This design comes from an exercise in tuning for small area and a short achievable clock period on the open sky130 flow, not from production work.
Where RTL was checked, it was by simulation tests only, not by an equivalence proof against the original.
Power is estimated from default activity; no workload was simulated.

==> module uyvy_to_rgb_pair_converter, before the edit <==
module uyvy_to_rgb_pair_converter (
    input  logic        i_clk,
    input  logic        i_rst_n,
    input  logic        start,
    output logic        busy,
    input  logic [7:0]  i_cb_sample,
    input  logic [7:0]  i_luma_first,
    input  logic [7:0]  i_cr_sample,
    input  logic [7:0]  i_luma_second,
    output logic        o_valid,
    output logic [15:0] o_red_first,
    output logic [15:0] o_green_first,
    output logic [15:0] o_blue_first,
    output logic [15:0] o_red_second,
    output logic [15:0] o_green_second,
    output logic [15:0] o_blue_second
);
    logic        accept;
    logic        v_in;
    logic [7:0]  cb;
    logic [7:0]  y0;
    logic [7:0]  cr;
    logic [7:0]  y1;
    logic [7:0]  q_y0;
    logic [7:0]  q_y1;
    logic [16:0] n_red_k;
    logic [16:0] q_red_k;
    logic [16:0] n_green_k;
    logic [16:0] q_green_k;
    logic [16:0] n_blue_k;
    logic [16:0] q_blue_k;
    assign busy   = ~i_rst_n;
    assign accept = start & ~busy;
    assign v_in = accept;
    assign {cb, y0, cr, y1} = {i_cb_sample, i_luma_first, i_cr_sample, i_luma_second};
    uyvy2rgb_mul u_mul (
        .i_cb_sample (cb),
        .i_cr_sample (cr),
        .o_red_k (n_red_k),
        .o_green_k (n_green_k),
        .o_blue_k (n_blue_k)
    );
    uyvy2rgb_acc #(.W(67)) u_k (
        .i_clk   (i_clk),
        .i_rst_n (i_rst_n),
        .i_valid (v_in),
        .i_data  ({n_red_k, n_green_k, n_blue_k, y0, y1}),
        .o_valid (o_valid),
        .o_data  ({q_red_k, q_green_k, q_blue_k, q_y0, q_y1})
    );
    uyvy2rgb_clamp u_r0 (
        .i_luma (q_y0),
        .i_hi   (q_red_k[16:8]),
        .i_lo   (q_red_k[7:0]),
        .o_chan (o_red_first)
    );
    uyvy2rgb_clamp u_g0 (
        .i_luma (q_y0),
        .i_hi   (q_green_k[16:8]),
        .i_lo   (q_green_k[7:0]),
        .o_chan (o_green_first)
    );
    uyvy2rgb_clamp u_b0 (
        .i_luma (q_y0),
        .i_hi   (q_blue_k[16:8]),
        .i_lo   (q_blue_k[7:0]),
        .o_chan (o_blue_first)
    );
    uyvy2rgb_clamp u_r1 (
        .i_luma (q_y1),
        .i_hi   (q_red_k[16:8]),
        .i_lo   (q_red_k[7:0]),
        .o_chan (o_red_second)
    );
    uyvy2rgb_clamp u_g1 (
        .i_luma (q_y1),
        .i_hi   (q_green_k[16:8]),
        .i_lo   (q_green_k[7:0]),
        .o_chan (o_green_second)
    );
    uyvy2rgb_clamp u_b1 (
        .i_luma (q_y1),
        .i_hi   (q_blue_k[16:8]),
        .i_lo   (q_blue_k[7:0]),
        .o_chan (o_blue_second)
    );
endmodule
==> flow/config.mk <==
export PLATFORM = sky130hd
export DESIGN_NAME = uyvy_to_rgb_pair_converter
export DESIGN_NICKNAME = uyvy_to_rgb_pair_converter
export VERILOG_FILES = /design/flow/design.v
export SDC_FILE = /design/flow/constraint.sdc
export NUM_CORES = 4
export LEC_CHECK = 0
export CAP_MARGIN = 20
export CORE_MARGIN = 2
export CORE_UTILIZATION = 55
export SETUP_SLACK_MARGIN = 1.5
export SLEW_MARGIN = 20
==> flow/constraint.sdc <==
create_clock -name core_clock -period 5.5 [get_ports {i_clk}]
set_input_delay 1.1000 -clock core_clock [delete_from_list [all_inputs] [get_ports {i_clk}]]
set_output_delay 1.1000 -clock core_clock [all_outputs]
set_load 0.01 [all_outputs]
standard.sh (not shown) runs the stock make flow with config.mk's settings and CLKGATE_MAP_FILE= SYNTH_SCRIPT=/design/flow/synth_recipe.tcl, a recipe that flattens the netlist after the stock synthesis.
==> flow/flow/run.sh <==
#!/bin/bash
# Own layout flow: the standard ORFS flow (standard.sh), with the input
# and output port buffers made from a plain buffer cell instead of the
# resizer's default choice. Everything else is the standard flow.
# The full make output goes to flow_make.log in the work folder; ORFS keeps
# each step's own log under orfs/logs/.
set -euo pipefail
export BUFFER_PORTS_ARGS="-buffer_cell sky130_fd_sc_hd__buf_1"
bash standard.sh finish > flow_make.log 2>&1
The starting point went through all stages and came out clean.
Change:
--- a/flow/design.v
+++ b/flow/design.v
@@ -351,10 +351,16 @@
     logic [16:0] n_blue_k;
     logic [16:0] q_blue_k;
     assign busy   = ~i_rst_n;
     assign accept = start & ~busy;
-    assign v_in = accept;
-    assign {cb, y0, cr, y1} = {i_cb_sample, i_luma_first, i_cr_sample, i_luma_second};
+    uyvy2rgb_acc #(.W(32)) u_in (
+        .i_clk   (i_clk),
+        .i_rst_n (i_rst_n),
+        .i_valid (accept),
+        .i_data  ({i_cb_sample, i_luma_first, i_cr_sample, i_luma_second}),
+        .o_valid (v_in),
+        .o_data  ({cb, y0, cr, y1})
+    );
     uyvy2rgb_mul u_mul (
         .i_cb_sample (cb),
         .i_cr_sample (cr),
         .o_red_k (n_red_k),
Hold slack got worse by 520 ps; synthesized area grows by 7.0%; power grows by 0.72%; count of clock-buffer cells in the layout shrinks by 3; routed wire length shrinks by 5.2%; global-route usage shrinks by 2.6 points; final cell count shrinks by 1.0%.
Only the layout flow was run in the first run of this note; the RTL was not checked for function there.

static timing again, ports no longer ideal:
The results above use ideal ports. As a check the final layouts listed here were re-extracted and re-timed, cells and wires unchanged. Step 1: set_driving_cell puts a clkbuf_16 on i_clk and a buf_2 on each other input, an assumption about the parent block. Step 2 also shifts input and output timing later by t, the mid clock arrival at the registers, as if the neighbouring blocks saw the same clock. Three values: no drivers, after step 1, after step 2; two values: the first two.
run | t (ns) | slack for setup (ns) | cell pins on the clock port's net
the first run | 0.383 | 1.335 / 1.348 / 0.965 | 1
the second run | 0.405 | 1.652 / 1.640 / 1.652 | 1
After both steps setup and hold are still met in every run listed. The setup slack of the first run, which loses most, moves by +0.013 ns with the drivers and by -0.370 ns with both steps.
